This design comes from an exercise in tuning for small area, a short achievable clock period and few clock cycles per item on the open sky130 flow, not from production work. RTL that was checked went through simulation tests only; none was proved equivalent to the original. Function not checked in runs 1 to 4: the RTL went through the layout flow alone. Power figures rest on the tool's default switching activity, not on a simulated workload.

==> design.v <==
`default_nettype none
package sp_pkg;
	localparam int ELEM_W = 9;
	localparam int LEN    = 6;
	localparam int WIDE_W = 2 * ELEM_W;
	localparam logic [ELEM_W-1:0] MODULUS = 9'd509;
	localparam logic [ELEM_W-1:0] INV_EXP = 9'd507;
	typedef logic [ELEM_W-1:0] elem_t;
	typedef logic [WIDE_W-1:0] wide_t;
	typedef elem_t [LEN-1:0] series_t;
	typedef struct packed {
		logic sort_en;
		logic inv_en;
	} mode_t;
	typedef enum logic [2:0] {
		IDLE,
		LOAD,
		INV,
		SORT,
		SUM,
		OUT
	} ctrl_state_e;
endpackage
`default_nettype wire
`default_nettype none
module inv_rom (
	input  wire logic [7:0] t,
	output logic      [8:0] y
);
	localparam logic [255:0] M0 = 256'h63ac0482aa6d4428402422ba43fd01338ae76743cde43c16302ecf8787b6ef8e;
	localparam logic [255:0] M1 = 256'h3da5f284ae325a2dfd758edb04449cc8efc10238fea0f8489e2370fa73e918e3;
	localparam logic [255:0] M2 = 256'h2ed0f134e4f604aaf816dcc2f6f65f1e2510024f274a452c0ca5e6fa025e6090;
	localparam logic [255:0] M3 = 256'h38ccc90de1a0dd33401373262dd61369980f967b43cc1e8f2db0b1c3f55d2906;
	localparam logic [255:0] M4 = 256'h2aa2c8a7015c6916a3971a3b6cc0c2616e00c9ae71449272c7a7487ea1a46d5a;
	localparam logic [255:0] M5 = 256'h3dad0661d936689470af40959d2ecc63856f1c6d9b496df4d974ba6d2d0e7dfe;
	localparam logic [255:0] M6 = 256'h2e14a5684f09a7a58726b26ca4f7636f01665b0104ca5246d5423c393d28d662;
	localparam logic [255:0] M7 = 256'h30c632dc95d6cd5705300b1181666695d1e2b3c159d6e94e4c175b6666e5c736;
	localparam logic [255:0] M8 = 256'h095a89a1043085588dd829e321355c95245548354d08cbc8354eafa605031b5a;
	assign y[0] = M0[t];
	assign y[1] = M1[t];
	assign y[2] = M2[t];
	assign y[3] = M3[t];
	assign y[4] = M4[t];
	assign y[5] = M5[t];
	assign y[6] = M6[t];
	assign y[7] = M7[t];
	assign y[8] = M8[t];
endmodule
`default_nettype wire
`default_nettype none
module sp_top (
	input  wire logic       clk,
	input  wire logic       rst_n,
	input  wire logic       in_valid,
	input  wire logic [8:0] in_data,
	input  wire logic [1:0] in_mode,
	output logic            out_valid,
	output logic [8:0]      out_data
);
	logic [2:0] cnt;
	logic       inv_en;
	logic       sort_en;
	always_ff @(posedge clk or negedge rst_n) begin
		if (!rst_n) begin
			cnt <= 3'd0;
		end else if (in_valid) begin
			cnt <= (cnt == 3'd5) ? 3'd0 : cnt + 3'd1;
		end
	end
	always_ff @(posedge clk) begin
		if (in_valid && cnt == 3'd0) begin
			inv_en  <= in_mode[0];
			sort_en <= in_mode[1];
		end
	end
	logic       va;
	logic [2:0] idx_a;
	logic       fold_a;
	logic [7:0] t_a;
	logic [6:0] in_inc;
	assign in_inc = in_data[7:1] + 7'd1;
	always_ff @(posedge clk or negedge rst_n) begin
		if (!rst_n) begin
			va <= 1'b0;
		end else begin
			va <= in_valid;
		end
	end
	always_ff @(posedge clk) begin
		idx_a  <= cnt;
		fold_a <= in_data[8];
		t_a    <= in_data[8] ? {in_inc, in_data[0]} : ~in_data[7:0];
	end
	logic [8:0] a_b;
	logic [6:0] t_dec;
	logic [8:0] h;
	logic [7:0] h_inc;
	logic [8:0] inv_x;
	logic       vb;
	logic [2:0] idx_b;
	logic [8:0] ab;
	logic [8:0] bb;
	assign t_dec = t_a[7:1] - 7'd1;
	assign a_b   = fold_a ? {1'b1, t_dec, t_a[0]} : {1'b0, ~t_a};
	inv_rom u_rom (
		.t (t_a),
		.y (h)
	);
	assign h_inc = h[8:1] + 8'd1;
	assign inv_x = fold_a ? ~{h_inc, h[0]} : h;
	always_ff @(posedge clk or negedge rst_n) begin
		if (!rst_n) begin
			vb <= 1'b0;
		end else begin
			vb <= va;
		end
	end
	always_ff @(posedge clk) begin
		idx_b <= idx_a;
		ab    <= a_b;
		bb    <= inv_en ? inv_x : a_b;
	end
	logic [5:0][8:0] list;
	logic [5:0][8:0] s_sr;
	logic [5:0]      moves;
	logic            out_active;
	logic [2:0]      ocnt;
	logic [8:0]      dbl;
	logic [8:0]      s_new;
	function automatic logic le9(input logic [8:0] x, input logic [8:0] y);
		logic r;
		r = 1'b1;
		for (int i = 0; i < 9; i++) begin
			r = (~x[i] & y[i]) | (~(x[i] & ~y[i]) & r);
		end
		le9 = r;
	endfunction
	function automatic logic [8:0] add509(input logic [8:0] x, input logic [8:0] y);
		logic [9:0] sum;
		logic [9:0] sum3;
		sum    = {1'b0, x} + {1'b0, y};
		sum3   = {1'b0, x} + {1'b0, y} + 10'd3;
		add509 = sum3[9] ? sum3[8:0] : sum[8:0];
	endfunction
	always_comb begin
		moves[0] = 1'b1;
		for (int p = 1; p < 6; p++) begin
			moves[p] = out_active || !sort_en || (32'(idx_b) <= 5 - p) || le9(list[p], bb);
		end
	end
	always_ff @(posedge clk) begin
		for (int p = 0; p < 6; p++) begin
			if (out_active || (vb && moves[p])) begin
				if (p < 5) begin
					list[p] <= moves[p+1] ? list[p+1] : bb;
				end else begin
					list[p] <= bb;
				end
			end
		end
	end
	assign dbl   = (bb[8] || (&bb[7:0])) ? {bb[7:0] + 8'd1, 1'b1} : {bb[7:0], 1'b0};
	assign s_new = add509(ab, dbl);
	always_ff @(posedge clk) begin
		if (vb || out_active) begin
			s_sr <= {s_new, s_sr[5:1]};
		end
	end
	logic       last_ins;
	logic [8:0] e_list;
	logic [8:0] e_new;
	assign last_ins = vb && (idx_b == 3'd5);
	assign e_list   = add509(s_sr[1], list[1]);
	assign e_new    = add509(s_sr[1], bb);
	always_ff @(posedge clk or negedge rst_n) begin
		if (!rst_n) begin
			out_active <= 1'b0;
			ocnt       <= 3'd0;
			out_valid  <= 1'b0;
			out_data   <= 9'd0;
		end else begin
			if (last_ins) begin
				out_active <= 1'b1;
				ocnt       <= 3'd0;
			end else if (out_active) begin
				if (ocnt == 3'd4) begin
					out_active <= 1'b0;
				end
				ocnt <= ocnt + 3'd1;
			end
			out_valid <= last_ins || out_active;
			if (last_ins) begin
				out_data <= moves[1] ? e_list : e_new;
			end else if (out_active) begin
				out_data <= e_list;
			end else begin
				out_data <= 9'd0;
			end
		end
	end
endmodule
`default_nettype wire
==> flow/run.sh <==
#!/bin/bash
# Layout flow: the standard synthesis, its combinational logic re-mapped by ABC
# (registers untouched), then the standard flow from floorplan to finish.
set -euo pipefail
WORK=$(pwd)
R=$WORK/orfs/results/$FLOW_PLATFORM/sp_top/base
ABC_SCRIPT=${ABC_SCRIPT:-deepsyn.abc}
ABC_D=${ABC_D:-2200}
MARGIN=${MARGIN:-7}
bash standard.sh $R/1_2_yosys.v > $WORK/log_synth.txt 2>&1
cp $R/1_2_yosys.v $WORK/std_netlist.v
LIB=$FLOW_HOME/platforms/$FLOW_PLATFORM/lib/sky130_fd_sc_hd__tt_025C_1v80.lib \
  IN_V=$WORK/std_netlist.v OUT_V=$WORK/resyn_netlist.v ABC_SCRIPT=$WORK/flow/$ABC_SCRIPT ABC_D=$ABC_D \
  yosys -c $WORK/flow/resyn.tcl > $WORK/log_resyn.txt 2>&1
cp $WORK/resyn_netlist.v $R/1_2_yosys.v
touch $R/1_2_yosys.v
bash standard.sh SETUP_SLACK_MARGIN=$MARGIN finish > $WORK/log_finish.txt 2>&1
==> flow/deepsyn.abc <==
strash
&get -n
&deepsyn -T 120
&put
dch -f
map {D}
buffer -p
upsize {D}
dnsize {D}
topo
stime -p
==> flow/delay.abc <==
strash
dch -f
map {D}
buffer -p
upsize {D}
dnsize {D}
topo
stime -p
==> flow/resyn.tcl <==
# Re-maps the combinational logic of the standard synthesis netlist with ABC.
# Registers stay the instances the standard synthesis made (same names and cells).
# env: IN_V, OUT_V, LIB, ABC_SCRIPT, ABC_D
yosys -import
set lib $::env(LIB)
read_liberty -ignore_miss_func $lib
read_verilog -defer $::env(IN_V)
hierarchy -top $::env(FLOW_TOP)
setattr -mod -set keep_hierarchy 1 sky130_fd_sc_hd__df* sky130_fd_sc_hd__edf* sky130_fd_sc_hd__dl* sky130_fd_sc_hd__sdf*
flatten
opt_clean -purge
tee -o $::env(OUT_V).pre.stat stat
abc -liberty $lib -dont_use sky130_fd_sc_hd__probe_p_8 -dont_use sky130_fd_sc_hd__probec_p_8 -dont_use sky130_fd_sc_hd__lpflow_* -script $::env(ABC_SCRIPT) -D $::env(ABC_D)
opt_clean -purge
setundef -zero
splitnets
opt_clean -purge
hilomap -singleton -hicell sky130_fd_sc_hd__conb_1 HI -locell sky130_fd_sc_hd__conb_1 LO
insbuf -buf sky130_fd_sc_hd__buf_4 A X
tee -o $::env(OUT_V).stat stat -liberty $lib
select $::env(FLOW_TOP)
write_verilog -noattr -nohex -nodec -selected $::env(OUT_V)
==> standard.sh <==
#!/bin/bash
# synth_recipe.tcl (not shown) runs the flow's synth.tcl, then flattens the netlist and writes it again
# the make line also repeats each setting of config.mk as NAME=value (left out here)
make -C /OpenROAD-flow-scripts/flow DESIGN_CONFIG=/design/flow/config.mk WORK_HOME=/design/flow/orfs CLKGATE_MAP_FILE= SYNTH_SCRIPT=/design/flow/synth_recipe.tcl "${@:-finish}"
==> config.mk <==
export PLATFORM = sky130hd
export DESIGN_NAME = sp_top
export DESIGN_NICKNAME = sp_top
export VERILOG_FILES = /design/flow/design.v
export SDC_FILE = /design/flow/constraint.sdc
export NUM_CORES = 4
export LEC_CHECK = 0
export CAP_MARGIN = 20
export CORE_MARGIN = 2
export CORE_UTILIZATION = 40
export SLEW_MARGIN = 20
==> constraint.sdc <==
create_clock -name core_clock -period 10.0 [get_ports {clk}]
set_input_delay 2.0000 -clock core_clock [delete_from_list [all_inputs] [get_ports {clk}]]
set_output_delay 2.0000 -clock core_clock [all_outputs]
set_load 0.01 [all_outputs]
==> reports/metrics.csv, run 1 <==
metric,value,unit
outcome,finished clean,
die_w,160.0,um
fin_ws,6.680,ns
cts_tree,yes,
arrival,3.58,ns
detail-route-antenna-nets,0,
holdBufCountCts,0,
place_ws,6.094,ns
fin_tns_setup,0,ns
whs_path_depth,0,
rows,57,
synth_cells,1316,
route.detailed.drc,0,
grt_pass1_wl,65340,um
drv_cap,0,
antenna_found_initial,1,
r2r-start,bb[0],
grt_max_degree,46,
register_area,0.003941,mm^2
fillers,2284,
holdCritStartpoint,idx_a[2],
cts_made_buffers,17,
cp_max_fo,7,
routedWlPerCell,25.15,um
finClkSkew,0.02050,ns
n_antenna_cell,0,
portBuffers,23,
synth_warnings,1,
multiInputGateArea,0.006080,mm^2
hold_viol,0,
start_util,0.4037,
syn_avg_cell_area,7.395,um^2
die_area,0.02559,mm^2
dp_hpwl,31980,um
worstReg2RegEnd,s_sr[51],
design_area,0.01340,mm^2
die-height,160.0,um
io_pins,24,
grt_usage,0.3443,
cp_data_required_time,10.26,ns
max_freq,0.3012,GHz
drt_iter0_drc,1564,
whs_endpoint,idx_b[2],
path_cells,nand4_4 > o21ai_4 > nand4_4 > nor2_4 > nand2_2 > nor2_4 > nand2_1 > nand2_1 > nand2_1 > and2_1 > o211a_1 > nor2_4 > nand4_4 > o21ai_4 > nand4_1 > a32oi_1,
setup_viol,0,
r2r_slack,6.68,ns
rsz0062_at_grt,true,
post-route-util,0.5560,
hp-class,reg -> reg,
synth_area,0.009732,mm^2
cpMaxStageDelayCell,dfxtp_4,
power_density,294.2,mW/mm^2
min_period,3.320,ns
cp-end-kind,register,
drv_slew,0,
startpoint_type,register,
peakVddDrop,0.0001728,V
root_buffer,clkbuf_16,
viasPerCell,6.187,
cts.clk_slew.worst_paths,0.07,ns
drtPass1Iterations,6,
syn2layout_area_growth,37.71,%
relSlewSlack,0.2541,
vias,11340,
nets,1510,
worstSetupPathType,reg -> reg,
fin_crit_sh,0.3320,
grt_pass1_vias,10510,
drive_above_1_share,0.2790,
dpl-instance-area,0.01045,mm^2
core,0.02411,mm^2
clock_sinks,144,
worst_pin_slew,1.115,ns
reg2reg_depth,16,
syn-num-nets,1330,
wl,46100,um
gp_congestion,1.052,
critPathMaxStageDelay,0.39,ns
worstSkewPairLatency,0.43,ns
overflow,0,
htreeDepth,4,
cts_buffer_depth,2,
p_leak,5.678,nW
total_power,0.003942,W
registers in the layout (all words and copies together), names as in the netlist:
| name | cells |
|---|---|
| list | 45 |
| s_sr | 45 |
| ab | 9 |
| bb | 9 |
| out_data | 9 |
| t_a | 8 |
| cnt | 3 |
| idx_a | 3 |
| idx_b | 3 |
| ocnt | 3 |
| fold_a | 1 |
| inv_en | 1 |
| out_active | 1 |
| out_valid | 1 |
| sort_en | 1 |
| va | 1 |
| vb | 1 |
critical path: cells and delay by family (launching register included):
| kind | cells | cell delay [ns] |
|---|---|---|
| and+or+nand+nor | 12 | 1.82 |
| AOI/OAI and AO/OA | 4 | 0.93 |
| DFF | 1 | 0.39 |
where the power goes:
part	switching (W)	internal [W]	total (W)
logic	0.00136	0.000762	0.00212
clock network	0.000298	0.000360	0.000658
registers	0.000171	0.000988	0.00116
total	0.00183	0.00211	0.00394
metrics by stage:
step	instances	hold WS [ns]
detailed placement	1662	0.3157
global route	1833	0.3369
global placement	1662	0.3143
floorplan	1316	0.3096
CTS	1781	0.3318
finish	1833	0.3288
repair_timing:
| item | 4_1_cts | 5_1_grt |
|---|---|---|
| buffers inserted | 83 | 50 |
| pin swaps | 49 | 73 |
| endpoints found under the setup margin | 75 | 70 |
| resized for setup | 245 | 126 |
| gates cloned | 4 | 2 |
worst max-delay path by stage:
stage | end | startpoint | cells past startpoint
finish | s_sr[51] | bb[0] | 16
global route | s_sr[51] | bb[0] | 16
CTS | s_sr[52] | bb[0] | 18
detailed placement | bb[7] | t_a[3] | 17
global placement | bb[7] | t_a[3] | 14
floorplan | s_sr[47] | bb[0] | 16
layout make-up:
type,count,area share
Multi-Input combinational cell,979,0.4536
Sequential cell,144,0.2941
Timing Repair Buffer,181,0.1227
Inverter,172,0.05303
Clock buffer,17,0.03174
Tap cell,324,0.03025
Clock inverter,15,0.01419
Timing Repair inverter,1,0.0003734
cell usage in the layout, fill, tap and decap left out, types with 6 or more instances in the layout:
| master | count |
|---|---|
| a221oi_1 | 6 |
| xnor2_1 | 6 |
| nand3_2 | 12 |
| nand2_4 | 12 |
| nand4_1 | 15 |
| dfxtp_1 | 19 |
| nor3_1 | 13 |
| buf_2 | 10 |
| a21oi_1 | 82 |
| nand3_1 | 50 |
| xor2_1 | 24 |
| nand2_2 | 25 |
| clkdlybuf4s50_1 | 11 |
| buf_12 | 9 |
| inv_1 | 145 |
| o211ai_1 | 18 |
| nor2_2 | 20 |
| o21ai_0 | 88 |
| a21oi_2 | 12 |
| a22oi_1 | 8 |
| edfxtp_1 | 92 |
| o221ai_1 | 10 |
| o21ai_1 | 19 |
| clkbuf_16 | 17 |
| buf_6 | 11 |
| nand2_1 | 199 |
| o21ai_2 | 9 |
| nor2_4 | 31 |
| nor2_1 | 161 |
| dfrtp_1 | 19 |
| clkinvlp_4 | 16 |
| buf_4 | 130 |
| a32oi_1 | 6 |
| dfxtp_4 | 10 |
| inv_2 | 7 |
| a31oi_1 | 21 |
| o22ai_1 | 25 |
layer usage:
layer  track usage  vias to the layer above  part of all wire
li1              -                     5000                 -
met1        0.4596                     5409              0.40
met2        0.5026                      729              0.42
met3        0.1205                      203              0.13
met4        0.1560                        0             0.050
met5             0                        -                 0
==> run 2, diff against run 1 <==
--- a/flow/run.sh
+++ b/flow/run.sh
@@ -5,7 +5,7 @@
 WORK=$(pwd)
 R=$WORK/orfs/results/$FLOW_PLATFORM/sp_top/base
 ABC_SCRIPT=${ABC_SCRIPT:-deepsyn.abc}
-ABC_D=${ABC_D:-2200}
+ABC_D=${ABC_D:-2500}
 MARGIN=${MARGIN:-7}
 bash standard.sh $R/1_2_yosys.v > $WORK/log_synth.txt 2>&1
 cp $R/1_2_yosys.v $WORK/std_netlist.v
==> reports/metrics.csv, run 2 <==
metric,value,unit,change
fin_tns_setup,0,ns,unchanged
hp-class,reg -> reg,,
die-height,160.0,um,unchanged
grt_pass1_wl,65340,um,unchanged
met3_usage,0.1205,,unchanged
drive_above_1_share,0.2790,,unchanged
top_usage_layer,met2,,
setup_viol,0,,unchanged
grtUsageMet1,0.4596,,unchanged
use_met2,0.5026,,unchanged
cp_data_required_time,10.26,ns,about the same
detail-route-antenna-nets,0,,unchanged
drv_slew,0,,unchanged
routedWlPerCell,25.15,um,unchanged
dpl-instance-area,0.01045,mm^2,unchanged
cpMaxStageDelayCell,dfxtp_4,,
layout_commonest_cell,nand2_1,,
syn_avg_cell_area,7.395,um^2,unchanged
rows,57,,unchanged
dp_hpwl,31980,um,unchanged
antenna_found_initial,1,,unchanged
cts_tree,yes,,
die_area,0.02559,mm^2,unchanged
root_buffer,clkbuf_16,,
synth_cells,1316,,unchanged
p_leak,5.678,nW,unchanged
cts_buffer_depth,2,,unchanged
syn-num-nets,1330,,unchanged
fin_crit_sh,0.3320,,unchanged
route.detailed.drc,0,,unchanged
grt_usage,0.3443,,unchanged
drt_iter0_drc,1564,,unchanged
grt_pass1_vias,10510,,unchanged
io_pins,24,,unchanged
syn2layout_area_growth,37.71,%,unchanged
vias,11340,,unchanged
drtPass1Iterations,6,,unchanged
final_cell_mix,"nand2_1, nor2_1, inv_1",,
wl,46100,um,unchanged
startpoint_type,register,,
cp-end-kind,register,,
max_freq,0.3012,GHz,unchanged
drv_cap,0,,unchanged
reg_top3,"list (45), s_sr (45)",,
core,0.02411,mm^2,unchanged
cp_max_fo,7,,unchanged
outcome,finished clean,,
arrival,3.58,ns,about the same
htreeDepth,4,,unchanged
finClkSkew,0.02050,ns,unchanged
start_util,0.4037,,unchanged
dp.cells,1662,,unchanged
gp_congestion,1.052,,unchanged
path_cells,nand4_4 > o21ai_4 > nand4_4 > nor2_4 > nand2_2 > nor2_4 > nand2_1 > nand2_1 > nand2_1 > and2_1 > o211a_1 > nor2_4 > nand4_4 > o21ai_4 > nand4_1 > a32oi_1,,
holdBufCountCts,0,,unchanged
cts.clk_slew.worst_paths,0.07,ns,about the same
worstSkewPairLatency,0.43,ns,about the same
synth_area,0.009732,mm^2,unchanged
peakVddDrop,0.0001728,V,unchanged
crit_start,bb[0],,
worstSetupPathType,reg -> reg,,
min_period,3.320,ns,unchanged
portBuffers,23,,unchanged
total_power,0.003942,W,unchanged
nets,1510,,unchanged
power_density,294.2,mW/mm^2,unchanged
die_w,160.0,um,unchanged
overflow,0,,unchanged
worst_pin_slew,1.115,ns,unchanged
n_antenna_cell,0,,unchanged
hold_viol,0,,unchanged
relSlewSlack,0.2541,,unchanged
r2r-start,bb[0],,
cts_made_buffers,17,,unchanged
synth_warnings,1,,unchanged
rsz0062_at_grt,true,,
design_area,0.01340,mm^2,unchanged
holdCritStartpoint,idx_a[2],,
grt_max_degree,46,,unchanged
fillers,2284,,unchanged
clock_sinks,144,,unchanged
final_cells,1833,,unchanged
viasPerCell,6.187,,unchanged
critPathMaxStageDelay,0.39,ns,about the same
[run 2: worst max-delay path: cells and delay by family, from the launching register on]
kind               cells  cell delay (ns)
AOI/OAI and AO/OA      4             0.93
DFF                    1             0.39
and+or+nand+nor       12             1.82
[run 2: power by group]
| part | leakage (nW) | switching [W] | internal, W |
|---|---|---|---|
| clock network | 0.293 | 0.000298 | 0.000360 |
| registers | 1.45 | 0.000171 | 0.000988 |
| logic | 3.93 | 0.00136 | 0.000762 |
| total | 5.68 | 0.00183 | 0.00211 |
[run 2: cell type report]
class | instances | area (um^2) | share of cell area
inverter | 172 | 710.7 | 0.05303
sequential | 144 | 3941 | 0.2941
clock inverter | 15 | 190.2 | 0.01419
timing repair buffer | 181 | 1644 | 0.1227
multi-input combinational | 979 | 6080 | 0.4536
clock buffer | 17 | 425.4 | 0.03174
timing repair inverter | 1 | 5.005 | 0.0003734
tap | 324 | 405.4 | 0.03025
[run 2: metal layers]
| metal | share of wire | vias to the layer above |
|---|---|---|
| met5 | 0 | - |
| met4 | 0.050 | 0 |
| met3 | 0.13 | 203 |
| met2 | 0.42 | 729 |
| met1 | 0.40 | 5409 |
| li1 | - | 5000 |
[run 2: final timing paths]
path | to | cells after the start | slack (ns)
worst min register to register | idx_b[2] | 0 | 0.33
worst min-delay path | idx_b[2] | 0 | 0.33
worst max register to register | s_sr[51] | 16 | 6.68
min in group asynchronous | out_active | 1 | 2.07
worst max-delay path | s_sr[51] | 16 | 6.68
max in group asynchronous | cnt[1] | 1 | 7.39
[run 2: stage by stage]
stage / utilization / hold slack, ns / setup slack, ns
final: 0.5560 / 0.3288 / 6.680
after detailed placement: 0.4334 / 0.3157 / 6.094
after global placement: 0.4334 / 0.3143 / 5.964
after global routing: 0.5560 / 0.3369 / 6.477
after floorplan: - / 0.3096 / 7.014
after CTS: 0.5173 / 0.3318 / 6.861
[run 2: repair_timing]
action | CTS | global route
buffers inserted | 83 | 50
cloned | 4 | 2
endpoints found under the hold margin | 0 | 0
endpoints found under the setup margin | 75 | 70
resized for setup | 245 | 126
pin swaps | 49 | 73
==> run 3, diff against run 2 <==
--- a/design.v
+++ b/design.v
@@ -151,7 +151,9 @@
 	always_ff @(posedge clk) begin
 		for (int p = 0; p < 6; p++) begin
 			if (out_active || (vb && moves[p])) begin
-				if (p < 5) begin
+				if (p == 0) begin
+					list[p] <= d_next;
+				end else if (p < 5) begin
 					list[p] <= moves[p+1] ? list[p+1] : bb;
 				end else begin
 					list[p] <= bb;
@@ -167,11 +169,11 @@
 		end
 	end
 	logic       last_ins;
-	logic [8:0] e_list;
-	logic [8:0] e_new;
+	logic [8:0] d_next;
+	logic [8:0] e_next;
 	assign last_ins = vb && (idx_b == 3'd5);
-	assign e_list   = add509(s_sr[1], list[1]);
-	assign e_new    = add509(s_sr[1], bb);
+	assign d_next   = moves[1] ? list[1] : bb;
+	assign e_next   = add509(s_sr[1], d_next);
 	always_ff @(posedge clk or negedge rst_n) begin
 		if (!rst_n) begin
 			out_active <= 1'b0;
@@ -189,13 +191,7 @@
 				ocnt <= ocnt + 3'd1;
 			end
 			out_valid <= last_ins || out_active;
-			if (last_ins) begin
-				out_data <= moves[1] ? e_list : e_new;
-			end else if (out_active) begin
-				out_data <= e_list;
-			end else begin
-				out_data <= 9'd0;
-			end
+			out_data <= (last_ins || out_active) ? e_next : 9'd0;
 		end
 	end
 endmodule
--- a/config.mk
+++ b/config.mk
@@ -9,3 +9,4 @@
 export CORE_MARGIN = 2
 export CORE_UTILIZATION = 40
 export SLEW_MARGIN = 20
+export TNS_END_PERCENT = 0
==> reports/metrics.csv, run 3 <==
metric,value,unit,change
outcome,finished clean,,
n_antenna_cell,0,,unchanged
finClkSkew,0.01206,ns,-0.008441 ns
viasPerCell,6.182,,about the same
worstSetupPathType,reg -> reg,,
start_util,0.4037,,about the same
r2r_slack,6.41,ns,-0.27 ns
worstReg2RegEnd,bb[7],,
reg2reg_depth,18,,+2
core,0.02326,mm^2,-3.5%
routedWlPerCell,24.73,um,-1.7%
overflow,0,,unchanged
whs_endpoint,idx_b[2],,
cts.clk_slew.worst_paths,0.07,ns,about the same
syn-num-nets,1228,,-7.7%
grt_pass1_vias,9543,,-9.2%
die_w,157.2,um,-1.7%
fin_tns_setup,0,ns,unchanged
htreeDepth,4,,unchanged
cp_max_fo,14,,+7
startpoint_type,register,,
post-route-util,0.4975,,-0.05848
die_area,0.02472,mm^2,-3.4%
fin_crit_sh,0.3594,,+0.02739
fillers,2296,,+0.53%
route.detailed.drc,0,,unchanged
worstSkewPairLatency,0.43,ns,about the same
grt_pass1_wl,59330,um,-9.2%
hold_viol,0,,unchanged
reg_top3,"list (45), s_sr (45)",,
cp_data_required_time,10.34,ns,+0.08 ns
dp_hpwl,28970,um,-9.4%
layout_commonest_cell,nor2_1,,
relSlewSlack,0.4219,,+0.1678
syn_avg_cell_area,7.735,um^2,+4.6%
worst_pin_slew,0.8536,ns,-0.2611 ns
wl,40190,um,-13%
cts_tree,yes,,
rows,56,,-1.8%
drv_cap,0,,unchanged
rsz0062_at_grt,true,,
grt_max_degree,46,,unchanged
setup_viol,0,,unchanged
vias,10050,,-11%
hp-class,reg -> reg,,
whs_path_depth,0,,unchanged
p_leak,4.654,nW,-18%
gp_congestion,1.073,,+2.0%
final_cells,1625,,-11%
grt_usage,0.3278,,-0.01653
drt_iter0_drc,1281,,-18%
min_period,3.594,ns,+0.2739 ns
peakVddDrop,0.0001467,V,-15%
cp-end-kind,register,,
root_buffer,clkbuf_16,,
max_freq,0.2782,GHz,-7.6%
die-height,157.2,um,-1.7%
clock_sinks,144,,unchanged
synth_area,0.009390,mm^2,-3.5%
synth_warnings,1,,unchanged
cts_buffer_depth,2,,unchanged
cts_made_buffers,17,,unchanged
power_density,298.8,mW/mm^2,+1.6%
drive_above_1_share,0.1799,,-0.09905
final_cell_mix,"nor2_1, nand2_1, inv_1",,
drtPass1Iterations,6,,unchanged
io_pins,24,,unchanged
syn2layout_area_growth,23.24,%,
arrival,3.93,ns,+0.35 ns
synth_cells,1214,,-7.8%
antenna_found_initial,0,,-1
portBuffers,23,,unchanged
drv_slew,0,,unchanged
r2r-start,t_a[2],,
nets,1307,,-13%
holdBufCountCts,0,,unchanged
detail-route-antenna-nets,0,,unchanged
holdCritStartpoint,idx_a[2],,
dp.cells,1547,,-6.9%
## run 3: worst max-delay path by stage
stage	startpoint	end	slack, ns	cells after the start
after floorplan	bb[4]	s_sr[47]	6.90	17
final	t_a[2]	bb[7]	6.41	18
after detailed placement	t_a[2]	bb[7]	5.95	18
after CTS	out_active	out_data[2]	6.62	20
after global placement	t_a[2]	bb[7]	5.55	18
after global routing	list[11]	out_data[1]	6.17	19
## run 3: critical path, cell delays in order, from the launching register on
cell        delay [ns]
dfxtp_1           0.31
buf_4             0.25
clkinv_2          0.27
nor2_1            0.19
buf_6             0.18
clkinvlp_4        0.17
nor2_4            0.16
nor2_1            0.08
a21oi_1           0.17
o22ai_1           0.14
o31ai_4           0.46
nand3_2           0.16
nor3b_2           0.20
nand2_1           0.12
nor2_1            0.08
nand3_1           0.15
o21a_1            0.16
o22ai_1           0.07
a31oi_1           0.15
## run 3: per-stage QoR
step | total power [W] | worst slack [ns] | area (um^2) | hold slack (ns)
after floorplan | 0.002128 | 6.900 | 9460 | 0.3096
after global placement | 0.002575 | 5.551 | 10110 | 0.3163
after detailed placement | 0.002564 | 5.949 | 10110 | 0.3157
after CTS | 0.003356 | 6.622 | 11420 | 0.3324
after global routing | 0.003665 | 6.166 | 11570 | 0.3455
final | 0.003458 | 6.406 | 11570 | 0.3287
## run 3: layer usage
layer	part of all wire	vias to the layer above	track usage
met2	0.46	641	0.5461
met5	0	-	0
met3	0.092	197	0.08095
li1	-	4492	-
met4	0.065	0	0.1736
met1	0.38	4716	0.3905
## run 3: where the power goes
group          internal [W]  total [W]  switching, W
Combinational      0.000589    0.00171       0.00112
Clock              0.000327   0.000605      0.000279
Sequential         0.000986    0.00114      0.000158
Total               0.00190    0.00346       0.00156
## run 3: layout make-up
cell class / count / area [um^2] / area share
multi-input cells: 884 / 5310 / 0.4589
flip-flops and latches: 144 / 3934 / 0.3399
repair buffers: 81 / 711.9 / 0.06152
inverters: 165 / 666.9 / 0.05763
clock buffers: 18 / 429.2 / 0.03709
well taps: 319 / 399.1 / 0.03449
clock inverters: 14 / 121.4 / 0.01049
## run 3: timing repair
action	in CTS	in global routing
setup buffers	34	7
pin swaps	36	25
gates cloned	5	0
setup endpoints to repair	38	38
gates resized for setup	123	24
==> run 4, diff against run 3 <==
--- a/flow/run.sh
+++ b/flow/run.sh
@@ -4,7 +4,7 @@
 set -euo pipefail
 WORK=$(pwd)
 R=$WORK/orfs/results/$FLOW_PLATFORM/sp_top/base
-ABC_SCRIPT=${ABC_SCRIPT:-deepsyn.abc}
+ABC_SCRIPT=${ABC_SCRIPT:-delay.abc}
 ABC_D=${ABC_D:-2500}
 MARGIN=${MARGIN:-7}
 bash standard.sh $R/1_2_yosys.v > $WORK/log_synth.txt 2>&1
==> flow/area.abc (new file) <==
strash
dch -f
map -a
topo
stime -p
removed: flow/deepsyn.abc
==> reports/metrics.csv, run 4 <==
metric,value,unit,change
drt_iter0_drc,1595,,+25%
clock_sinks,144,,unchanged
post-route-util,0.5024,,+0.004970
max_freq,0.2934,GHz,+5.5%
detail-route-antenna-nets,0,,unchanged
viasPerCell,6.471,,+4.7%
met3_usage,0.06783,,-0.01311
fin_crit_sh,0.3408,,-0.01863
startpoint_type,register,,
syn2layout_area_growth,23.11,%,
cp-end-kind,register,,
die-height,167.3,um,+6.4%
cts.clk_slew.worst_paths,0.07,ns,about the same
die_w,167.3,um,+6.4%
drive_above_1_share,0.1865,,+0.006513
route.detailed.drc,0,,unchanged
holdBufCountCts,0,,unchanged
drtPass1Iterations,24,,+18
clkPwrFrac,0.164,,-0.011
syn-num-nets,1447,,+18%
grt_max_degree,46,,unchanged
cts_buffer_depth,2,,unchanged
layout_commonest_cell,nand2_1,,
core,0.02613,mm^2,+12%
p_int,0.002266,W,+19%
power.share.combinational,0.556,,+0.062
final_cell_mix,"nand2_1, nor2_1, inv_1",,
reg_top3,"list (45), s_sr (45)",,
vias,12200,,+21%
final_cells,1885,,+16%
top_usage_layer,met2,,
dp_hpwl,33780,um,+17%
outcome,finished clean,,
grt_pass1_vias,11340,,+19%
start_util,0.4081,,+0.004452
min_period,3.408,ns,-0.1863 ns
hold_viol,0,,unchanged
worst_pin_slew,0.9451,ns,+0.09150 ns
root_buffer,clkbuf_16,,
cts_tree,yes,,
worstSetupPathType,reg -> reg,,
routedWlPerCell,24.89,um,+0.65%
relSlewSlack,0.3657,,-0.05623
swShare,0.4724,,+0.02255
io_pins,24,,unchanged
arrival,3.71,ns,-0.22 ns
synth_cells,1433,,+18%
grt_pass1_wl,69080,um,+16%
synth_warnings,1,,unchanged
power_density,327.1,mW/mm^2,+9.5%
antenna_found_initial,0,,unchanged
cp_data_required_time,10.30,ns,-0.04 ns
gp_congestion,1.135,,+5.8%
p_leak,5.430,nW,+17%
peakVddDrop,0.0001694,V,+16%
overflow,0,,unchanged
hp-class,reg -> reg,,
switchingPower,0.002029,W,+30%
syn_avg_cell_area,7.443,um^2,-3.8%
drv_cap,0,,unchanged
wl,46930,um,+17%
grt_usage,0.3279,,about the same
synth_area,0.01067,mm^2,+14%
cp_max_fo,9,,-5
worst_hold_slack,0.3271,ns,-0.001643 ns
total_power,0.004295,W,+24%
n_antenna_cell,0,,unchanged
setup_viol,0,,unchanged
finClkSkew,0.01555,ns,+0.003493 ns
drv_slew,0,,unchanged
rows,59,,+5.4%
grtUsageMet1,0.4191,,+0.02859
die_area,0.02799,mm^2,+13%
seqPwrFrac,0.280,,-0.051
rsz0062_at_grt,true,,
htreeDepth,4,,unchanged
use_met2,0.5158,,-0.03027
worstSkewPairLatency,0.43,ns,about the same
nets,1551,,+19%
fin_tns_setup,0,ns,unchanged
cts_made_buffers,17,,unchanged
portBuffers,23,,unchanged
dp.cells,1777,,+15%
[run 4: final timing paths]
check,start,to,slack [ns],cells past startpoint
worst max-delay path,t_a[7],bb[0],6.59,9
worst min-delay path,idx_a[1],idx_b[1],0.33,0
worst max register to register,t_a[7],bb[0],6.59,9
worst min register to register,idx_a[1],idx_b[1],0.33,0
max in group asynchronous,rst_n,out_active,7.28,1
min in group asynchronous,rst_n,vb,2.09,1
[run 4: area by class of cell]
| cell class | count | area [um^2] |
|---|---|---|
| Multi-Input combinational cell | 1092 | 6374 |
| Clock buffer | 19 | 432.9 |
| Inverter | 170 | 792.0 |
| Clock inverter | 13 | 202.7 |
| Tap cell | 335 | 419.2 |
| Fill cell | 2556 | 13000 |
| Timing Repair Buffer | 112 | 973.4 |
| Sequential cell | 144 | 3936 |
[run 4: per-layer routing]
layer,up-vias,part of all wire
met5,-,0
met4,0,0.072
met3,230,0.10
met2,808,0.44
met1,5756,0.39
li1,5403,-
[run 4: through the flow]
stage	worst slack (ns)	cell area (um^2)
detailed placement	5.445	11300
global placement	5.187	11300
CTS	6.791	12490
finish	6.592	13130
floorplan	7.060	10670
global route	6.484	13130
[run 4: power groups by stage]
stage	clock network (W)	logic, W	registers (W)
after CTS	0.000717	0.00206	0.00121
after global routing	0.000743	0.00259	0.00124
after global placement	0	0.00193	0.00121
after detailed placement	0	0.00194	0.00122
final	0.000704	0.00239	0.00120
after floorplan	0	0.00143	0.00117
[run 4: worst max-delay path, cell delays in order (launching register included)]
cell	delay, ns
dfxtp_1	0.31
buf_4	0.21
inv_1	0.29
nor2_1	0.64
inv_1	0.28
a2111oi_0	0.82
nor2_1	0.17
o2111ai_1	0.19
o21ai_0	0.18
xor2_1	0.17
[run 4: what timing repair did]
item	in CTS	in global routing
buffers inserted	30	43
endpoints found under the setup margin	75	67
gates cloned	2	1
pin swaps	15	43
gates resized for setup	108	69
==> run 5, diff against run 4 <==
--- a/design.v
+++ b/design.v
@@ -125,7 +125,6 @@
 	logic [5:0]      moves;
 	logic            out_active;
 	logic [2:0]      ocnt;
-	logic [8:0]      dbl;
 	logic [8:0]      s_new;
 	function automatic logic le9(input logic [8:0] x, input logic [8:0] y);
 		logic r;
@@ -151,9 +150,7 @@
 	always_ff @(posedge clk) begin
 		for (int p = 0; p < 6; p++) begin
 			if (out_active || (vb && moves[p])) begin
-				if (p == 0) begin
-					list[p] <= d_next;
-				end else if (p < 5) begin
+				if (p < 5) begin
 					list[p] <= moves[p+1] ? list[p+1] : bb;
 				end else begin
 					list[p] <= bb;
@@ -161,19 +158,24 @@
 			end
 		end
 	end
-	assign dbl   = (bb[8] || (&bb[7:0])) ? {bb[7:0] + 8'd1, 1'b1} : {bb[7:0], 1'b0};
-	assign s_new = add509(ab, dbl);
+	logic [10:0] s_t0;
+	logic [11:0] s_t1;
+	logic [11:0] s_t2;
+	assign s_t0  = {2'b00, ab} + {1'b0, bb, 1'b0};
+	assign s_t1  = {3'b000, ab} + {2'b00, bb, 1'b0} - 12'd509;
+	assign s_t2  = {3'b000, ab} + {2'b00, bb, 1'b0} - 12'd1018;
+	assign s_new = !s_t2[11] ? s_t2[8:0] : (!s_t1[11] ? s_t1[8:0] : s_t0[8:0]);
 	always_ff @(posedge clk) begin
 		if (vb || out_active) begin
 			s_sr <= {s_new, s_sr[5:1]};
 		end
 	end
 	logic       last_ins;
-	logic [8:0] d_next;
-	logic [8:0] e_next;
+	logic [8:0] e_list;
+	logic [8:0] e_new;
 	assign last_ins = vb && (idx_b == 3'd5);
-	assign d_next   = moves[1] ? list[1] : bb;
-	assign e_next   = add509(s_sr[1], d_next);
+	assign e_list   = add509(s_sr[1], list[1]);
+	assign e_new    = add509(s_sr[1], bb);
 	always_ff @(posedge clk or negedge rst_n) begin
 		if (!rst_n) begin
 			out_active <= 1'b0;
@@ -191,7 +193,13 @@
 				ocnt <= ocnt + 3'd1;
 			end
 			out_valid <= last_ins || out_active;
-			out_data <= (last_ins || out_active) ? e_next : 9'd0;
+			if (last_ins) begin
+				out_data <= moves[1] ? e_list : e_new;
+			end else if (out_active) begin
+				out_data <= e_list;
+			end else begin
+				out_data <= 9'd0;
+			end
 		end
 	end
 endmodule
--- a/config.mk
+++ b/config.mk
@@ -7,6 +7,5 @@
 export LEC_CHECK = 0
 export CAP_MARGIN = 20
 export CORE_MARGIN = 2
-export CORE_UTILIZATION = 40
+export CORE_UTILIZATION = 55
 export SLEW_MARGIN = 20
-export TNS_END_PERCENT = 0
removed: flow/area.abc
==> reports/metrics.csv, run 5 <==
metric,value,unit,change
syn2layout_area_growth,11.26,%,
holdCritStartpoint,idx_a[2],,
cp_data_required_time,10.34,ns,+0.04 ns
relSlewSlack,0.3438,,-0.02194
reg_top3,"list (45), s_sr (45)",,
hp-class,reg -> reg,,
n_antenna_cell,0,,unchanged
arrival,3.39,ns,-0.32 ns
routedWlPerCell,25.16,um,+1.1%
peakVddDrop,0.0001588,V,-6.2%
r2r_slack,6.96,ns,+0.36 ns
cpMaxStageDelayCell,dfxtp_2,,
drv_cap,0,,unchanged
r2r-start,t_a[3],,
antenna_found_initial,0,,unchanged
synth_cells,1501,,+4.7%
worst_path_dominant_cell_family,simple AND/OR/NAND/NOR gates,,
start_util,0.5651,,+0.1569
drtPass1Iterations,14,,-42%
cts_tree,yes,,
fin_crit_sh,0.3045,,-0.03634
whs_endpoint,idx_b[2],,
outcome,finished clean,,
htreeDepth,4,,unchanged
die-height,146.1,um,-13%
drt_iter0_drc,2109,,+32%
die_w,146.1,um,-13%
grt_pass1_vias,12280,,+8.3%
path_cells,buf_12 > inv_6 > nand2_2 > nand2_1 > o21ai_1 > a22oi_1 > nand3_1 > o2bb2ai_1 > nand3_1 > nand2_1 > o2111ai_1 > a31oi_1,,
dp_hpwl,31350,um,-7.2%
setup_viol,0,,unchanged
die_area,0.02135,mm^2,-24%
fin_tns_setup,0,ns,unchanged
layout_commonest_cell,nand2_1,,
cts_made_buffers,17,,unchanged
grt_usage,0.4200,,+0.09207
hold_viol,0,,unchanged
design_area,0.01236,mm^2,-5.9%
drv_slew,0,,unchanged
viasPerCell,7.262,,+12%
detail-route-antenna-nets,0,,unchanged
reg2reg_depth,12,,+3
startpoint_type,register,,
clock_sinks,144,,unchanged
finClkSkew,0.01755,ns,+0.001999 ns
nets,1536,,-0.97%
rows,51,,-14%
syn_avg_cell_area,7.399,um^2,-0.59%
synth_area,0.01111,mm^2,+4.1%
cts.clk_slew.worst_paths,0.07,ns,about the same
drive_above_1_share,0.1114,,-0.07505
dpl-instance-area,0.01159,mm^2,+2.5%
core,0.01965,mm^2,-25%
route.detailed.drc,0,,unchanged
final_cell_mix,"nand2_1, nand3_1, nor2_1",,
vias,13070,,+7.2%
cp.depth,12,,+3
critPathMaxStageDelay,0.34,ns,-0.48 ns
portBuffers,23,,unchanged
min_period,3.045,ns,-0.3634 ns
cp_max_fo,60,,+51
root_buffer,clkbuf_16,,
grt_pass1_wl,69560,um,+0.69%
io_pins,24,,unchanged
whs_path_depth,0,,unchanged
worstSkewPairLatency,0.44,ns,about the same
cts_buffer_depth,2,,unchanged
synth_warnings,1,,unchanged
wl,45290,um,-3.5%
overflow,0,,unchanged
fillers,1685,,-34%
gp_congestion,1.114,,-1.9%
critical_path_buf_inv_count,2,,-1
syn-num-nets,1515,,+4.7%
register_area,0.003909,mm^2,-0.70%
worstSetupPathType,reg -> reg,,
worstReg2RegEnd,bb[5],,
p_leak,5.110,nW,-5.9%
rsz0062_at_grt,true,,
max_freq,0.3284,GHz,+12%
power_density,327.8,mW/mm^2,+0.22%
cp-end-kind,register,,
multiInputGateArea,0.006699,mm^2,+5.1%
grt_max_degree,61,,+33%
worst_pin_slew,0.9778,ns,+0.03270 ns
## run 5: per-layer routing
metal	track usage	routed length, um	up-vias	share of wire
li1	-	-	5621	-
met1	0.5199	15930	5933	0.35
met2	0.6514	19590	1200	0.43
met3	0.1353	6297	315	0.14
met4	0.2286	3439	2	0.076
met5	0.01591	34	-	0.00075
## run 5: per-stage QoR
step	hold WS [ns]	utilization	setup WS [ns]	total power [W]	std cells
final	0.3289	0.6287	6.955	0.004050	1800
after global routing	0.3345	0.6287	6.975	0.004292	1800
after CTS	0.3286	0.6207	7.001	0.003936	1798
after detailed placement	0.3128	0.5895	6.460	0.003292	1765
after global placement	0.3134	0.5895	6.304	0.003222	1765
after floorplan	0.3096	-	7.119	0.002723	1501
## run 5: worst max path at each step
stage | slack (ns) | to | from
floorplan | 7.12 | bb[8] | t_a[3]
detailed placement | 6.46 | bb[8] | t_a[3]
CTS | 7.00 | bb[4] | t_a[2]
global route | 6.97 | t_a[7] | in_data[3]
global placement | 6.30 | bb[8] | t_a[3]
finish | 6.96 | bb[5] | t_a[3]
## run 5: worst register-to-register path, delay by kind of cell, from the launching register on
| kind | cells | cell delay [ns] |
|---|---|---|
| DFF | 1 | 0.34 |
| buffers and inverters | 2 | 0.55 |
| AOI/OAI and AO/OA | 5 | 1.01 |
| and+or+nand+nor | 5 | 1.04 |
## run 5: where the power goes
part / switching (W) / internal, W / total, W
Clock: 0.000293 / 0.000339 / 0.000631
Sequential: 0.000243 / 0.00100 / 0.00125
Combinational: 0.00148 / 0.000689 / 0.00217
## run 5: cell type report
cell class | instances | share of cell area
Multi-Input combinational cell | 1195 | 0.5422
Sequential cell | 144 | 0.3164
Inverter | 127 | 0.04020
Clock buffer | 18 | 0.03554
Timing Repair Buffer | 37 | 0.02765
Tap cell | 265 | 0.02684
Clock inverter | 14 | 0.01124
## run 5: repair_timing
action	in CTS	in global routing
endpoints found under the setup margin	42	56
cloned	0	0
setup buffers	1	1
hold buffers	0	0
gates resized for setup	61	50
Testbench counts of run 5, summed over its fixed seeds: cycles 2,504, jobs 192.
==> run 6, diff against run 5 <==
--- a/config.mk
+++ b/config.mk
@@ -7,5 +7,5 @@
 export LEC_CHECK = 0
 export CAP_MARGIN = 20
 export CORE_MARGIN = 2
-export CORE_UTILIZATION = 55
+export CORE_UTILIZATION = 40
 export SLEW_MARGIN = 20
==> reports/metrics.csv, run 6 <==
metric,value,unit,change
max_freq,0.3366,GHz,+2.5%
io_pins,24,,unchanged
final_cell_mix,"nand2_1, nand3_1, nor2_1",,
syn-num-nets,1515,,unchanged
gp_congestion,1.098,,-1.4%
finClkSkew,0.02262,ns,+0.005072 ns
drtPass1Iterations,8,,-6
setup_viol,0,,unchanged
start_util,0.4098,,-0.1553
wl,47370,um,+4.6%
grt_max_degree,46,,-25%
drv_cap,0,,unchanged
worstSetupPathType,reg -> reg,,
fin_tns_setup,0,ns,unchanged
synth_area,0.01111,mm^2,unchanged
n_antenna_cell,0,,unchanged
synth_warnings,1,,unchanged
route.detailed.drc,0,,unchanged
grt_pass1_vias,11730,,-4.5%
drt_iter0_drc,1693,,-20%
htreeDepth,4,,unchanged
reg_top3,"list (45), s_sr (45)",,
hp-class,reg -> reg,,
r2r_slack,7.03,ns,+0.07 ns
outcome,finished clean,,
die_w,170.6,um,+17%
worst_pin_slew,1.022,ns,+0.04380 ns
dp.cells,1878,,+6.4%
switchingPower,0.002001,W,-0.91%
cts_buffer_depth,2,,unchanged
peakVddDrop,0.0001085,V,-32%
portBuffers,23,,unchanged
hold_viol,0,,unchanged
die_area,0.02911,mm^2,+36%
dp_hpwl,34110,um,+8.8%
cts.clk_slew.worst_paths,0.08,ns,about the same
critical_path_buf_inv_count,1,,-1
swShare,0.4907,,-0.007736
overflow,0,,unchanged
nets,1559,,+1.5%
cts_tree,yes,,
cp_max_fo,31,,-48%
synth_cells,1501,,unchanged
min_period,2.971,ns,-0.07408 ns
drive_above_1_share,0.1303,,+0.01889
clkPwrFrac,0.166,,+0.010
cpMaxStageDelayCell,dfxtp_4,,
final_cells,1930,,+7.2%
fin_crit_sh,0.2971,,-0.007408
rsz0062_at_grt,false,,
worstSkewPairLatency,0.44,ns,about the same
p_leak,5.211,nW,+2.0%
arrival,3.29,ns,-0.10 ns
grt_usage,0.3243,,-0.09568
detail-route-antenna-nets,0,,unchanged
power.share.combinational,0.529,,-0.007
path_cells,buf_6 > nand2b_2 > nand2_1 > o21ai_1 > a22oi_1 > nand3_1 > o2bb2ai_1 > nand3_1 > o311ai_1 > nand2_1,,
clock_sinks,144,,unchanged
dpl-instance-area,0.01177,mm^2,+1.6%
syn2layout_area_growth,14.29,%,
cts_made_buffers,17,,unchanged
startpoint_type,register,,
antenna_found_initial,0,,unchanged
p_int,0.002076,W,+2.2%
vias,12520,,-4.2%
seqPwrFrac,0.305,,-0.003
routedWlPerCell,24.54,um,-2.5%
worst_path_dominant_cell_family,simple AND/OR/NAND/NOR gates,,
drv_slew,0,,unchanged
die-height,170.6,um,+17%
power_density,321.2,mW/mm^2,-2.0%
holdBufCountCts,0,,unchanged
design_area,0.01269,mm^2,+2.7%
root_buffer,clkbuf_16,,
syn_avg_cell_area,7.399,um^2,unchanged
critPathMaxStageDelay,0.53,ns,+0.19 ns
worst_hold_slack,0.3321,ns,+0.003156 ns
rows,60,,+18%
cp-end-kind,register,,
relSlewSlack,0.3137,,-0.03007
core,0.02710,mm^2,+38%
layout_commonest_cell,nand2_1,,
viasPerCell,6.489,,-11%
grt_pass1_wl,70660,um,+1.6%
post-route-util,0.4683,,-0.1603
cp_data_required_time,10.32,ns,-0.02 ns
[run 6: metal layers]
metal  up-vias  routed length, um  part of all wire  global-route usage
met5         -                  0                 0                   0
met4         0               3294             0.070              0.2055
met3       226               5035              0.11             0.08142
met2       808              20510              0.43              0.4953
met1      5835              18530              0.39              0.4090
li1       5655                  -                 -                   -
[run 6: cell type report]
cell class | count | area [um^2]
inverters | 127 | 495.5
clock buffers | 18 | 439.2
multi-input cells | 1195 | 6709
well taps | 372 | 465.4
repair buffers | 60 | 503.0
fillers | 2708 | 14410
clock inverters | 14 | 161.4
flip-flops and latches | 144 | 3919
[run 6: worst paths after layout]
check,endpoint,from,cells after the start
setup / recovery,bb[8],t_a[3],10
hold / removal,idx_b[0],idx_a[0],0
setup reg to reg,bb[8],t_a[3],10
hold reg to reg,idx_b[0],idx_a[0],0
max in group asynchronous,out_data[1],rst_n,1
min in group asynchronous,out_valid,rst_n,1
[run 6: worst register-to-register path: stages, from the launching register on]
cell	delay [ns]
dfxtp_4	0.53
buf_6	0.33
nand2b_2	0.36
nand2_1	0.19
o21ai_1	0.36
a22oi_1	0.12
nand3_1	0.17
o2bb2ai_1	0.19
nand3_1	0.21
o311ai_1	0.31
nand2_1	0.08
[run 6: power by group through the flow]
stage	logic [W]	registers, W	clock network [W]
3_5_place_dp	0.00207	0.00125	0
2_1_floorplan	0.00154	0.00118	0
5_1_grt	0.00239	0.00128	0.000712
6_report	0.00215	0.00124	0.000678
4_1_cts	0.00207	0.00124	0.000689
3_3_place_gp	0.00207	0.00125	0
[run 6: repair_timing]
item / 4_1_cts / 5_1_grt
hold endpoints to repair: 0 / 0
endpoints found under the setup margin: 52 / 66
buffers inserted: 0 / 20
gates resized for setup: 69 / 44
pin swaps: 0 / 1
[run 6: metrics by stage]
step	worst slack (ns)	total power [W]
2_1_floorplan	7.119	0.002723
3_3_place_gp	6.268	0.003316
3_5_place_dp	6.325	0.003321
4_1_cts	6.984	0.004006
5_1_grt	6.998	0.004378
6_report	7.029	0.004077
==> run 7, diff against run 6 <==
--- a/flow/run.sh
+++ b/flow/run.sh
@@ -4,7 +4,7 @@
 set -euo pipefail
 WORK=$(pwd)
 R=$WORK/orfs/results/$FLOW_PLATFORM/sp_top/base
-ABC_SCRIPT=${ABC_SCRIPT:-delay.abc}
+ABC_SCRIPT=${ABC_SCRIPT:-deepsyn.abc}
 ABC_D=${ABC_D:-2500}
 MARGIN=${MARGIN:-7}
 bash standard.sh $R/1_2_yosys.v > $WORK/log_synth.txt 2>&1
==> flow/deepsyn.abc (new file) <==
strash
&get -n
&deepsyn -T 120
&put
dch -f
map {D}
buffer -p
upsize {D}
dnsize {D}
topo
stime -p
==> reports/metrics.csv, run 7 <==
metric,value,unit,change
switchingPower,0.001711,W,-14%
multiInputGateArea,0.005698,mm^2,-15%
p_leak,5.056,nW,-3.0%
gp_congestion,1.178,,+7.3%
clkPwrFrac,0.174,,+0.008
final_cell_mix,"nand2_1, nor2_1, inv_1",,
synth_warnings,1,,unchanged
fin_crit_sh,0.3075,,+0.01040
die_w,159.9,um,-6.3%
clock_sinks,144,,unchanged
layout_commonest_cell,nand2_1,,
vias,10630,,-15%
power_density,306.4,mW/mm^2,-4.6%
worst_pin_slew,1.063,ns,+0.04130 ns
cts_made_buffers,17,,unchanged
drv_slew,0,,unchanged
overflow,0,,unchanged
dpl-instance-area,0.01038,mm^2,-12%
htreeDepth,4,,unchanged
io_pins,24,,unchanged
finClkSkew,0.02632,ns,+0.003701 ns
drtPass1Iterations,7,,-1
register_area,0.003933,mm^2,+0.35%
drv_cap,0,,unchanged
syn_avg_cell_area,7.557,um^2,+2.1%
detail-route-antenna-nets,0,,unchanged
syn-num-nets,1301,,-14%
outcome,finished clean,,
fillers,2420,,-11%
r2r_slack,6.93,ns,-0.10 ns
max_freq,0.3252,GHz,-3.4%
cts_buffer_depth,2,,unchanged
worstSetupPathType,reg -> reg,,
rows,57,,-5.0%
fin_tns_setup,0,ns,unchanged
grt_max_degree,46,,unchanged
relSlewSlack,0.2888,,-0.02491
root_buffer,clkbuf_16,,
core,0.02411,mm^2,-11%
design_area,0.01211,mm^2,-4.6%
cp_data_required_time,10.31,ns,about the same
drt_iter0_drc,1614,,-4.7%
swShare,0.4614,,-0.02936
power.share.combinational,0.501,,-0.028
reg2reg_depth,15,,+5
syn2layout_area_growth,24.47,%,
whs_path_depth,0,,unchanged
setup_viol,0,,unchanged
startpoint_type,register,,
hold_viol,0,,unchanged
routedWlPerCell,24.07,um,-1.9%
grt_usage,0.3083,,-0.01597
start_util,0.4035,,-0.006331
nets,1388,,-11%
arrival,3.39,ns,+0.10 ns
die-height,159.9,um,-6.3%
grt_pass1_wl,59500,um,-16%
holdCritStartpoint,idx_a[1],,
route.detailed.drc,0,,unchanged
seqPwrFrac,0.324,,+0.019
cts_tree,yes,,
cts.clk_slew.worst_paths,0.06,ns,-0.02 ns
viasPerCell,6.211,,-4.3%
dp_hpwl,29840,um,-13%
cp_max_fo,7,,-77%
r2r-start,t_a[0],,
grt_pass1_vias,9834,,-16%
antenna_found_initial,0,,unchanged
hp-class,reg -> reg,,
rsz0062_at_grt,true,,
worstSkewPairLatency,0.44,ns,about the same
die_area,0.02558,mm^2,-12%
whs_endpoint,idx_b[1],,
worstReg2RegEnd,bb[8],,
synth_cells,1287,,-14%
min_period,3.075,ns,+0.1040 ns
p_int,0.001998,W,-3.8%
cp-end-kind,register,,
n_antenna_cell,0,,unchanged
drive_above_1_share,0.1975,,+0.06725
peakVddDrop,0.0001331,V,+23%
portBuffers,23,,unchanged
synth_area,0.009726,mm^2,-12%
reg_top3,"list (45), s_sr (45)",,
wl,41190,um,-13%
holdBufCountCts,0,,unchanged
[run 7: layout make-up]
cell class | instances | share of cell area
flip-flops and latches | 144 | 0.3249
multi-input cells | 964 | 0.4707
inverters | 163 | 0.05478
well taps | 324 | 0.03349
clock inverters | 14 | 0.01220
clock buffers | 18 | 0.03628
repair buffers | 84 | 0.06770
[run 7: worst max-delay path, stage by stage (launching register included)]
cell	delay (ns)
dfxtp_4	0.41
buf_12	0.17
inv_8	0.06
nor2_4	0.17
clkinvlp_4	0.27
nand2_2	0.28
nand2_1	0.18
a22oi_1	0.26
o211ai_1	0.13
nand3_1	0.14
a311oi_4	0.10
buf_4	0.19
nor3_2	0.20
nand4_1	0.18
nand3b_1	0.15
nand2_1	0.06
[run 7: what timing repair did]
| item | 4_1_cts | 5_1_grt |
|---|---|---|
| cloned | 0 | 5 |
| gates resized for setup | 116 | 129 |
| setup endpoints to repair | 68 | 78 |
| buffers inserted | 16 | 27 |
| pin swaps | 9 | 25 |
[run 7: metal layers]
metal / vias up / part of all wire / global-route usage
met5: - / 0 / 0
met3: 220 / 0.13 / 0.1187
li1: 4738 / - / -
met2: 723 / 0.40 / 0.4298
met1: 4946 / 0.40 / 0.4104
met4: 0 / 0.062 / 0.1671
[run 7: metrics by stage]
stage | hold slack, ns | total power, W | cells | utilization | setup WS [ns]
6_report | 0.3270 | 0.003709 | 1711 | 0.5022 | 6.925
5_1_grt | 0.3309 | 0.003952 | 1711 | 0.5022 | 6.798
4_1_cts | 0.3276 | 0.003542 | 1678 | 0.4686 | 6.966
3_5_place_dp | 0.3121 | 0.002854 | 1630 | 0.4304 | 6.093
3_3_place_gp | 0.3121 | 0.002854 | 1630 | 0.4304 | 5.833
2_1_floorplan | 0.3096 | 0.002353 | 1287 | - | 7.131
[run 7: power by group through the flow]
stage	logic [W]	registers [W]	clock network [W]
after global routing	0.00203	0.00124	0.000682
after CTS	0.00168	0.00120	0.000658
final	0.00186	0.00120	0.000646
after floorplan	0.00119	0.00116	0
after global placement	0.00165	0.00121	0
after detailed placement	0.00164	0.00121	0
[run 7: worst max-delay path by stage]
stage / to / startpoint / slack (ns)
global placement: bb[8] / t_a[3] / 5.83
floorplan: t_a[7] / in_data[8] / 7.13
detailed placement: bb[8] / t_a[3] / 6.09
finish: bb[8] / t_a[0] / 6.93
CTS: bb[8] / t_a[3] / 6.97
global route: bb[8] / t_a[0] / 6.80
==> run 8, diff against run 7 <==
--- a/flow/run.sh
+++ b/flow/run.sh
@@ -4,7 +4,7 @@
 set -euo pipefail
 WORK=$(pwd)
 R=$WORK/orfs/results/$FLOW_PLATFORM/sp_top/base
-ABC_SCRIPT=${ABC_SCRIPT:-deepsyn.abc}
+ABC_SCRIPT=${ABC_SCRIPT:-delay.abc}
 ABC_D=${ABC_D:-2500}
 MARGIN=${MARGIN:-7}
 bash standard.sh $R/1_2_yosys.v > $WORK/log_synth.txt 2>&1
@@ -14,4 +14,5 @@
   yosys -c $WORK/flow/resyn.tcl > $WORK/log_resyn.txt 2>&1
 cp $WORK/resyn_netlist.v $R/1_2_yosys.v
 touch $R/1_2_yosys.v
-bash standard.sh SETUP_SLACK_MARGIN=$MARGIN finish > $WORK/log_finish.txt 2>&1
+CTS="-sink_clustering_enable -repair_clock_nets -dont_use_dummy_load -buf_list sky130_fd_sc_hd__clkbuf_8"
+bash standard.sh SETUP_SLACK_MARGIN=$MARGIN "CTS_ARGS=$CTS" finish > $WORK/log_finish.txt 2>&1
removed: flow/deepsyn.abc
==> reports/metrics.csv, run 8 <==
metric,value,unit,change
register_area,0.003919,mm^2,-0.35%
grt_pass1_wl,70420,um,+18%
multiInputGateArea,0.006708,mm^2,+18%
final_cell_mix,"nand2_1, nand3_1, nor2_1",,
synth_area,0.01111,mm^2,+14%
synth_warnings,1,,unchanged
drt_iter0_drc,1717,,+6.4%
holdCritStartpoint,idx_a[2],,
relSlewSlack,0.2845,,-0.004319
drv_slew,0,,unchanged
peakVddDrop,0.00009323,V,-30%
p_leak,5.031,nW,-0.49%
r2r_slack,7.00,ns,+0.07 ns
gp_congestion,1.098,,-6.8%
r2r-start,t_a[5],,
rsz0062_at_grt,true,,
fin_crit_sh,0.3004,,-0.007081
root_buffer,clkbuf_8,,
worstReg2RegEnd,bb[7],,
htreeDepth,4,,unchanged
start_util,0.4098,,+0.006331
layout_commonest_cell,nand2_1,,
setup_viol,0,,unchanged
finClkSkew,0.03939,ns,+0.01307 ns
syn_avg_cell_area,7.399,um^2,-2.1%
cp-end-kind,register,,
dp_hpwl,34110,um,+14%
wl,47320,um,+15%
hp-class,reg -> reg,,
antenna_found_initial,0,,unchanged
route.detailed.drc,0,,unchanged
die-height,170.6,um,+6.7%
whs_endpoint,idx_b[2],,
worst_pin_slew,1.065,ns,+0.002210 ns
cp_max_fo,12,,+5
cts_made_buffers,17,,unchanged
viasPerCell,6.537,,+5.3%
vias,12550,,+18%
syn2layout_area_growth,11.12,%,
grt_max_degree,46,,unchanged
io_pins,24,,unchanged
worst_path_dominant_cell_family,buffers and inverters,,
cp_data_required_time,10.38,ns,+0.07 ns
hold_viol,0,,unchanged
rows,60,,+5.3%
reg2reg_depth,11,,-4
drtPass1Iterations,6,,-1
die_area,0.02911,mm^2,+14%
worstSetupPathType,reg -> reg,,
grt_usage,0.3238,,+0.01553
place_ws,6.325,ns,+0.2320 ns
critical_path_buf_inv_count,3,,-1
drive_above_1_share,0.1243,,-0.07328
portBuffers,23,,unchanged
synth_cells,1501,,+17%
die_w,170.6,um,+6.7%
reg_top3,"list (45), s_sr (45)",,
overflow,0,,unchanged
path_cells,buf_4 > inv_1 > nand2_1 > inv_1 > a31oi_1 > nand2_1 > nand2_1 > o21ai_2 > and3_1 > nand4_1 > o211ai_1,,
critPathMaxStageDelay,0.44,ns,+0.03 ns
startpoint_type,register,,
grt_pass1_vias,11670,,+19%
routedWlPerCell,24.66,um,+2.4%
cpMaxStageDelayCell,dfxtp_2,,
max_freq,0.3329,GHz,+2.4%
clock_sinks,144,,unchanged
fin_tns_setup,0,ns,unchanged
cts_tree,yes,,
outcome,finished clean,,
worst_hold_slack,0.3343,ns,+0.007321 ns
holdBufCountCts,0,,unchanged
final_cells,1919,,+12%
fin_ws,6.996,ns,+0.07081 ns
whs_path_depth,0,,unchanged
nets,1561,,+12%
power_density,305.7,mW/mm^2,-0.22%
fillers,2769,,+14%
arrival,3.38,ns,about the same
worstSkewPairLatency,0.46,ns,+0.02 ns
cts.clk_slew.worst_paths,0.10,ns,+0.04 ns
min_period,3.004,ns,-0.07081 ns
cts_buffer_depth,2,,unchanged
syn-num-nets,1515,,+16%
dp.cells,1878,,+15%
drv_cap,0,,unchanged
detail-route-antenna-nets,0,,unchanged
cpMostUsedCell,nand2_1,,
core,0.02710,mm^2,+12%
-- run 8: final cells by class --
class | instances | share of cell area
diodes | 2 | 0.0004056
clock buffers | 17 | 0.01896
inverters | 127 | 0.03995
multi-input cells | 1195 | 0.5435
flip-flops and latches | 144 | 0.3176
well taps | 372 | 0.03772
repair buffers | 62 | 0.04187
-- run 8: how the worst max path moves through the flow --
stage | start | endpoint | slack (ns) | cells past startpoint
finish | t_a[5] | bb[7] | 7.00 | 11
global route | out_valid | out_valid | 6.98 | 1
CTS | bb[0] | list[27] | 6.97 | 10
detailed placement | in_valid | inv_en | 6.33 | 2
global placement | in_valid | inv_en | 6.27 | 2
floorplan | t_a[3] | bb[8] | 7.12 | 10
-- run 8: per-layer routing --
layer | share of wire | track usage | vias to the layer above
li1 | - | - | 5649
met1 | 0.40 | 0.4061 | 5911
met2 | 0.44 | 0.5004 | 786
met3 | 0.10 | 0.08258 | 199
met4 | 0.064 | 0.1970 | 0
met5 | 0 | 0 | -
-- run 8: through the flow --
step                power [W]  cell area, um^2    util
floorplan            0.002723            11110       -
global placement     0.003316            11770  0.4342
detailed placement   0.003321            11770  0.4342
CTS                  0.003695            12040  0.4442
global route         0.004069            12340  0.4552
finish               0.003773            12340  0.4554
-- run 8: power breakdown --
| part | leakage (nW) | internal [W] | switching, W |
|---|---|---|---|
| combinational | 3.47 | 0.000715 | 0.00145 |
| sequential | 1.44 | 0.00100 | 0.000239 |
| clock | 0.122 | 0.000150 | 0.000220 |
| total | 5.03 | 0.00187 | 0.00191 |
-- run 8: what timing repair did --
item | in CTS | in global routing
pin swaps | 0 | 1
buffers inserted | 1 | 21
endpoints found under the hold margin | 0 | 0
cloned | 0 | 0
gates resized for setup | 64 | 50
endpoints found under the setup margin | 50 | 66
-- run 8: worst register-to-register path, cell delays in order (launching register included) --
cell and delay, ns:
dfxtp_2 0.44, buf_4 0.26, inv_1 0.37, nand2_1 0.21
inv_1 0.32, a31oi_1 0.13, nand2_1 0.20, nand2_1 0.13
o21ai_2 0.29, and3_1 0.26, nand4_1 0.13, o211ai_1 0.20

static timing again, ports no longer ideal:
No port has a modelled driver above. Below, the same layouts with a new extraction and two added sets of constraints.
Step 1, drivers: a clkbuf_16 drives clk and a buf_2 each remaining input, both assumed.
Step 2 adds t to the input delays and takes it off the output delays; t is the mean of the earliest and latest rising clock arrival at the registers after step 1. Input paths then give back, and output paths get back, about the clock's delay inside the block.
Slacks: ideal / step 1 / step 2; pairs: ideal / step 1.
run | t, ns | slack for setup (ns) | worst setup path at the end
run 1 | 0.475 | 6.680 / 6.680 / 6.654 | input to register
run 2 | 0.475 | 6.680 / 6.680 / 6.654 | input to register
run 3 | 0.471 | 6.406 / 6.406 / 6.406 | register to register
run 4 | 0.474 | 6.592 / 6.592 / 6.435 | input to register
run 5 | 0.482 | 6.955 / 6.955 / 6.660 | input to register
run 6 | 0.480 | 7.029 / 6.990 / 6.662 | input to register
run 7 | 0.470 | 6.925 / 6.925 / 6.581 | input to register
run 8 | 0.487 | 6.996 / 6.978 / 6.607 | input to register
After both steps every run listed still meets setup and hold. For run 8, which loses most, drivers alone change the setup slack by -0.018 ns; drivers and shift together by -0.389 ns.
